This is an optimization exercise on Yosys and OpenROAD, whose aim is small area, a short achievable clock period and few clock cycles per item, not a production implementation.
Function was checked by simulation only, so behaviour that the tests miss may differ from the original.

`design/flow/config.mk`:
```
export PLATFORM = sky130hd
export DESIGN_NAME = maxnetTop
export DESIGN_NICKNAME = maxnetTop
export VERILOG_FILES = /design/flow/design.v
export SDC_FILE = /design/flow/constraint.sdc
export NUM_CORES = 4
export LEC_CHECK = 0
export CAP_MARGIN = 20
export CORE_MARGIN = 2
export CORE_UTILIZATION = 40
export SLEW_MARGIN = 20
```
`design/flow/constraint.sdc`:
```
create_clock -name core_clock -period 8.5 [get_ports {clk}]
set_input_delay 1.7000 -clock core_clock [delete_from_list [all_inputs] [get_ports {clk}]]
set_output_delay 1.7000 -clock core_clock [all_outputs]
set_load 0.01 [all_outputs]
```
`design/flow/design.v`:
```
package maxnetPkg;
    localparam int laneCount = 4;
    localparam int dataWidth = 32;
    localparam int inhibitShift = 3;
    localparam int maxIterations = 64;
    localparam int sumWidth = dataWidth + $clog2(laneCount);
    localparam int iterWidth = $clog2(maxIterations + 1);
    typedef struct packed {
        logic [dataWidth-1:0] lane3;
        logic [dataWidth-1:0] lane2;
        logic [dataWidth-1:0] lane1;
        logic [dataWidth-1:0] lane0;
    } laneVec;
    typedef enum logic [1:0] {
        IDLE,
        ITERATE,
        FINISH
    } maxnetState;
    typedef logic [$clog2(laneCount)-1:0] laneIndex;
endpackage
`timescale 1ns/1ps
module inhibitionLayer (
    input  maxnetPkg::laneVec activations,
    output maxnetPkg::laneVec nextActivations
);
    logic [maxnetPkg::laneCount-1:0][maxnetPkg::dataWidth-1:0] current;
    logic [maxnetPkg::laneCount-1:0][maxnetPkg::dataWidth-1:0] updated;
    logic [maxnetPkg::sumWidth-1:0]                 total;
    assign current = activations;
    always_comb begin
        total = '0;
        for (int i = 0; i < maxnetPkg::laneCount; i++) begin
            total = total + maxnetPkg::sumWidth'(current[i]);
        end
    end
    for (genvar lane = 0; lane < maxnetPkg::laneCount; lane++) begin : gLane
        logic [maxnetPkg::sumWidth-1:0]      others;
        logic [maxnetPkg::sumWidth-1:0]      inhibition;
        logic [maxnetPkg::sumWidth-1:0]      own;
        logic signed [maxnetPkg::sumWidth:0] difference;
        assign own        = maxnetPkg::sumWidth'(current[lane]);
        assign others     = total - own;
        assign inhibition = others >> maxnetPkg::inhibitShift;
        assign difference = $signed({1'b0, own}) - $signed({1'b0, inhibition});
        assign updated[lane] = difference[maxnetPkg::sumWidth] ? '0 : difference[maxnetPkg::dataWidth-1:0];
    end
    assign nextActivations = updated;
endmodule
`timescale 1ns/1ps
module winnerSelect (
    input  maxnetPkg::laneVec                activations,
    input  maxnetPkg::laneVec                originals,
    output logic                  settled,
    output maxnetPkg::laneIndex              winner,
    output logic [maxnetPkg::dataWidth-1:0]  maxNumber,
    output logic                  noWinner
);
    logic [maxnetPkg::laneCount-1:0][maxnetPkg::dataWidth-1:0] current;
    logic [maxnetPkg::laneCount-1:0][maxnetPkg::dataWidth-1:0] held;
    logic [maxnetPkg::laneCount-1:0]                nonZero;
    logic [$clog2(maxnetPkg::laneCount+1)-1:0]      liveCount;
    assign current = activations;
    assign held    = originals;
    for (genvar lane = 0; lane < maxnetPkg::laneCount; lane++) begin : gFlag
        assign nonZero[lane] = |current[lane];
    end
    always_comb begin
        liveCount = '0;
        for (int i = 0; i < maxnetPkg::laneCount; i++) begin
            liveCount = liveCount + ($clog2(maxnetPkg::laneCount+1))'(nonZero[i]);
        end
    end
    assign settled = (liveCount <= 1);
    always_comb begin
        winner = '0;
        for (int i = maxnetPkg::laneCount - 1; i >= 0; i--) begin
            if (nonZero[i]) begin
                winner = maxnetPkg::laneIndex'(i);
            end
        end
    end
    assign noWinner  = ~|nonZero;
    assign maxNumber = noWinner ? '0 : held[winner];
endmodule
`timescale 1ns/1ps
module maxnetController (
    input  logic clk,
    input  logic rstN,
    input  logic start,
    input  logic settled,
    output logic loadInputs,
    output logic iterate,
    output logic busy,
    output logic done
);
    maxnetPkg::maxnetState           state;
    maxnetPkg::maxnetState           nextState;
    logic [maxnetPkg::iterWidth-1:0] iterCount;
    logic                 limitReached;
    assign limitReached = (iterCount >= maxnetPkg::iterWidth'(maxnetPkg::maxIterations));
    always_comb begin
        nextState  = state;
        loadInputs = 1'b0;
        iterate    = 1'b0;
        case (state)
            maxnetPkg::IDLE: begin
                if (start) begin
                    loadInputs = 1'b1;
                    nextState  = maxnetPkg::ITERATE;
                end
            end
            maxnetPkg::ITERATE: begin
                if (!settled && !limitReached) begin
                    iterate = 1'b1;
                end else begin
                    nextState = maxnetPkg::FINISH;
                end
            end
            maxnetPkg::FINISH: begin
                nextState = maxnetPkg::IDLE;
            end
            default: begin
                nextState = maxnetPkg::IDLE;
            end
        endcase
    end
    assign done = (state == maxnetPkg::FINISH);
    assign busy = (state != maxnetPkg::IDLE);
    always_ff @(posedge clk or negedge rstN) begin
        if (!rstN) begin
            state <= maxnetPkg::IDLE;
        end else begin
            state <= nextState;
        end
    end
    always_ff @(posedge clk or negedge rstN) begin
        if (!rstN) begin
            iterCount <= '0;
        end else if (loadInputs) begin
            iterCount <= '0;
        end else if (iterate) begin
            iterCount <= iterCount + 1'b1;
        end
    end
endmodule
`timescale 1ns/1ps
module maxnetDatapath (
    input  logic                 clk,
    input  logic                 rstN,
    input  logic                 loadInputs,
    input  logic                 iterate,
    input  maxnetPkg::laneVec               inputs,
    output logic                 settled,
    output maxnetPkg::laneIndex             winner,
    output logic [maxnetPkg::dataWidth-1:0] maxNumber,
    output logic                 noWinner
);
    maxnetPkg::laneVec originals;
    maxnetPkg::laneVec activations;
    maxnetPkg::laneVec nextActivations;
    logic   allZero;
    logic   vectorLoaded;
    always_ff @(posedge clk or negedge rstN) begin
        if (!rstN) begin
            originals <= '0;
        end else if (loadInputs) begin
            originals <= inputs;
        end
    end
    always_ff @(posedge clk or negedge rstN) begin
        if (!rstN) begin
            activations <= '0;
        end else if (loadInputs) begin
            activations <= inputs;
        end else if (iterate) begin
            activations <= nextActivations;
        end
    end
    always_ff @(posedge clk or negedge rstN) begin
        if (!rstN) begin
            vectorLoaded <= 1'b0;
        end else if (loadInputs) begin
            vectorLoaded <= 1'b1;
        end
    end
    inhibitionLayer layer (
        .activations     (activations),
        .nextActivations (nextActivations)
    );
    winnerSelect select (
        .activations (activations),
        .originals   (originals),
        .settled     (settled),
        .winner      (winner),
        .maxNumber   (maxNumber),
        .noWinner    (allZero)
    );
    assign noWinner = allZero & vectorLoaded;
endmodule
`timescale 1ns/1ps
module maxnetTop (
    input  logic                 clk,
    input  logic                 rstN,
    input  logic                 start,
    input  maxnetPkg::laneVec               inputs,
    output logic                 done,
    output logic                 busy,
    output maxnetPkg::laneIndex             winner,
    output logic [maxnetPkg::dataWidth-1:0] maxNumber,
    output logic                 noWinner
);
    logic loadInputs;
    logic iterate;
    logic settled;
    maxnetController controller (
        .clk        (clk),
        .rstN       (rstN),
        .start      (start),
        .settled    (settled),
        .loadInputs (loadInputs),
        .iterate    (iterate),
        .busy       (busy),
        .done       (done)
    );
    maxnetDatapath datapath (
        .clk        (clk),
        .rstN       (rstN),
        .loadInputs (loadInputs),
        .iterate    (iterate),
        .inputs     (inputs),
        .settled    (settled),
        .winner     (winner),
        .maxNumber  (maxNumber),
        .noWinner   (noWinner)
    );
endmodule
```
`design/flow/run.sh`:
```
#!/bin/bash
# synth_recipe.tcl (not shown) runs the flow's synth.tcl, then flattens the netlist and writes it again
# the make line also repeats each setting of config.mk as NAME=value (left out here)
make -C /OpenROAD-flow-scripts/flow DESIGN_CONFIG=/design/flow/config.mk WORK_HOME=/design/flow/orfs CLKGATE_MAP_FILE= SYNTH_SCRIPT=/design/flow/synth_recipe.tcl finish
```
==> run notes <==
==> area by class of cell <==
| cell class | count | area (µm²) | share of cell area [%] |
|---|---|---|---|
| Multi-Input combinational cell | 2570 | 18400 | 60.3 |
| Sequential cell | 266 | 6660 | 21.8 |
| Timing Repair Buffer | 244 | 2330 | 7.62 |
| Tap cell | 855 | 1070 | 3.50 |
| Clock buffer | 48 | 1010 | 3.30 |
| Inverter | 241 | 905 | 2.96 |
| Clock inverter | 13 | 141 | 0.463 |
==> path summary, 6_finish.rpt <==
kind	startpoint	end	slack, ps
worst max-delay path	datapath.activations[65]$_DFFE_PN0P_	datapath.activations[126]$_DFFE_PN0P_	320
worst max register to register	datapath.activations[65]$_DFFE_PN0P_	datapath.activations[126]$_DFFE_PN0P_	320
max in group asynchronous	rstN	datapath.originals[34]$_DFFE_PN0P_	6030
worst min-delay path	datapath.vectorLoaded$_DFFE_PN0P_	datapath.vectorLoaded$_DFFE_PN0P_	460
min in group asynchronous	rstN	datapath.activations[62]$_DFFE_PN0P_	1080
worst min register to register	datapath.vectorLoaded$_DFFE_PN0P_	datapath.vectorLoaded$_DFFE_PN0P_	460
==> cell families (layout without fill, tap and decap cells) <==
family                   Yosys count  in the layout  synth area share, %
adder cells (fa/ha/maj)          356            356                 19.1
XOR/XNOR                         232            232                 7.80
buffers and inverters            334            546                 4.82
flip-flops                       266            266                 25.6
AO/OA/AOI/OAI                    941            941                 23.5
AND/OR/NAND/NOR                 1007           1007                 17.7
multiplexers                      34             34                 1.46
==> stage by stage <==
step                cell area (µm²)  utilization (%)  instances  TNS (ps)
floorplan                     26000                -       3170         0
global placement              29100             45.1       4167         0
detailed placement            29100             45.1       4167         0
CTS                           30200             46.9       4228         0
global route                  30500             47.4       4237      -167
finish                        30500             47.4       4237         0
==> flip-flops by register name, summed over array words and instances, names as in the netlist <==
name,count
controller.iterCount,7
controller.state,2
datapath.activations,128
datapath.originals,128
datapath.vectorLoaded,1
==> synth_stat cells, types with 12 or more instances <==
library cell,instances
a211oi_1,20
a21o_1,109
a21oi_1,221
a22oi_1,111
a31oi_1,18
and2_1,18
and3_1,26
clkbuf_1,88
dfrtp_1,266
fa_1,69
ha_1,287
inv_1,240
mux2_2,32
nand2_1,473
nand2b_1,40
nand3_1,38
nand4_1,33
nor2_1,193
nor2b_1,49
nor3_1,33
nor4_1,36
o211ai_1,12
o21a_1,45
o21ai_0,215
o21bai_1,27
o22ai_1,33
o31ai_1,18
or2_2,20
or3_1,17
xnor2_1,122
xor2_1,110
==> layer usage <==
metal	share of wire (%)	up-vias	GRT usage (%)
met1	49	11500	38.7
li1	-	11600	-
met5	0	-	0
met2	42	645	37.2
met3	6.2	108	3.71
met4	2.7	0	6.82
==> what timing repair did <==
action	CTS	global route
endpoints found under the setup margin	0	127
buffers inserted	0	8
resized for setup	0	53
==> impl_metrics.csv <==
group,metric,value,unit
critical_path,worst-setup-path-type,"reg2reg",
global_routing,grt_usage,25.4,%
clock_tree,root_buffer,"clkbuf_16",
synthesis,synth_top_area_share,25.6,%
critical_path,path_common_cell,"a21o_1",
status,status,"complete, no violations",
synthesis,netlist-cell-type-count,80,
worst_hold_path,hold_class,"reg2reg",
clock_tree,numCtsBuffers,35,
place,dp_worst_setup_slack,97.1,ps
critical_path,worstPathMaxFanout,5,
place,port_buffers,167,
critical_path,startpoint_type,"flop",
floorplan,coreArea,64500,µm²
sta,finClkSkew,16.3,ps
cells_and_area,drive_gt1_share,7.45,%
route,drtIter0Drc,1981,
route,antenna_left,0,
sta,slew_viol_final,0,
synthesis,ys_ff_latch,266,
critical_path,cp_slowest_cell,"dfrtp_2",
floorplan,die_area,67200,µm²
cells_and_area,final_cell_mix,"472 x nand2_1, 285 x ha_1, 265 x dfrtp_1, 239 x inv_1, 212 x a21oi_1",
synthesis,synth_edf_count,0,
sta,hold_ws,457,ps
cells_and_area,nNetsFinal,3845,
synthesis,ys_warn_count,4,
sta,tightestPinTransition,1080,ps
cells_and_area,nFillCells,6367,
synthesis,ys_async_sr_fraction,100,%
global_routing,grt_max_degree,140,
cells_and_area,area_growth,17.2,%
clock_tree,htreeDepth,2,
global_routing,grt_first_pass_wirelength,132000,µm
clock_tree,clkLatencyLatePin,550,ps
synthesis,ys_seq_area_share,25.6,%
route,drc_errors,0,
critical_path,crit_cells,38,
cells_and_area,final_common_cell,"nand2_1",
sta,relSlewSlack,27.8,%
clock_tree,cts_tree,"built",
clock_tree,hold_buffers,0,
sta,fmax,122,MHz
critical_path,crit_path_max_incr_delay,450,ps
worst_hold_path,worst_hold_path.num_cells,1,
clock_tree,cts.sink_count,266,
floorplan,num_rows,93,
floorplan,pin_count,168,
route,vias,23900,
sta,fin_crit_sh,96.3,%
sta,setup_ws,316,ps
place,dpl.hpwl,68900,µm
synthesis,yosys-top-cells-area,"dfrtp_1 26%, ha_1 14%, nand2_1 6.8%",
floorplan,start_util,40.4,%
synthesis,syn_nets,3657,
place,gp_congestion,0.962,
route,routed_wl,86700,µm
synthesis,postSynthAreaPerCell,8.21,µm²
critical_path,r2r_cells,38,
flow_run,drv_cap,0,
route,wl_per_cell,20.5,µm
synthesis,yosysTopAreaCell,"dfrtp_1",
synthesis,syn_area,26000,µm²
floorplan,die_x,259,µm
clock_tree,cts.reportedPaths.clkPinSlew,60,ps
critical_path,crit_family,"compound AO/OA/AOI/OAI gates",
sta,fin_crit,8180,ps
critical_path,crit_arrival,8610,ps
synthesis,syn_inst,3170,
global_routing,grt_pass1_vias,22900,
route,vias_per_cell,5.65,
global_routing,overflow,0,
critical_path,crit_required,8930,ps
sta,finalSetupViolCount,0,
cells_and_area,antenna_cells,0,
sta,final_hold_viol_count,0,
floorplan,die_y,259,µm
global_routing,antenna_found_initial,0,
critical_path,worst_setup_path_end_kind,"flop",
route,first_pass_iters,7,
clock_tree,cts_buffer_depth,3,
synthesis,synth-main-ff-cell,"dfrtp_1",
critical_path,critical_path_buf_inv_count,4,
Testbench counts, summed over its fixed seeds: cycles 49,995, items 3,200.

[re-timing with driven ports]
The flow's constraints put no driver on any port. The routed layout listed below was extracted and timed again, unchanged, in two steps.
Step 1 assumes that a clkbuf_16 drives the clock port and a buf_2 every other input.
Step 2, shift: input delay + t, output delay - t, t = (earliest + latest rising clock arrival at the registers) / 2. This alone moves slack from input paths to output paths.
Three values: ideal ports, drivers, drivers and shift; two values: the first two.
shift t [ns]: 0.605
setup WS [ns]: 0.316 / 0.316 / 0.316
worst data-port slew with drivers (ns): 0.05
After both steps setup and hold are still met in this run. For this run, drivers alone change the setup slack by 0.000 ns; drivers and shift together by 0.000 ns.
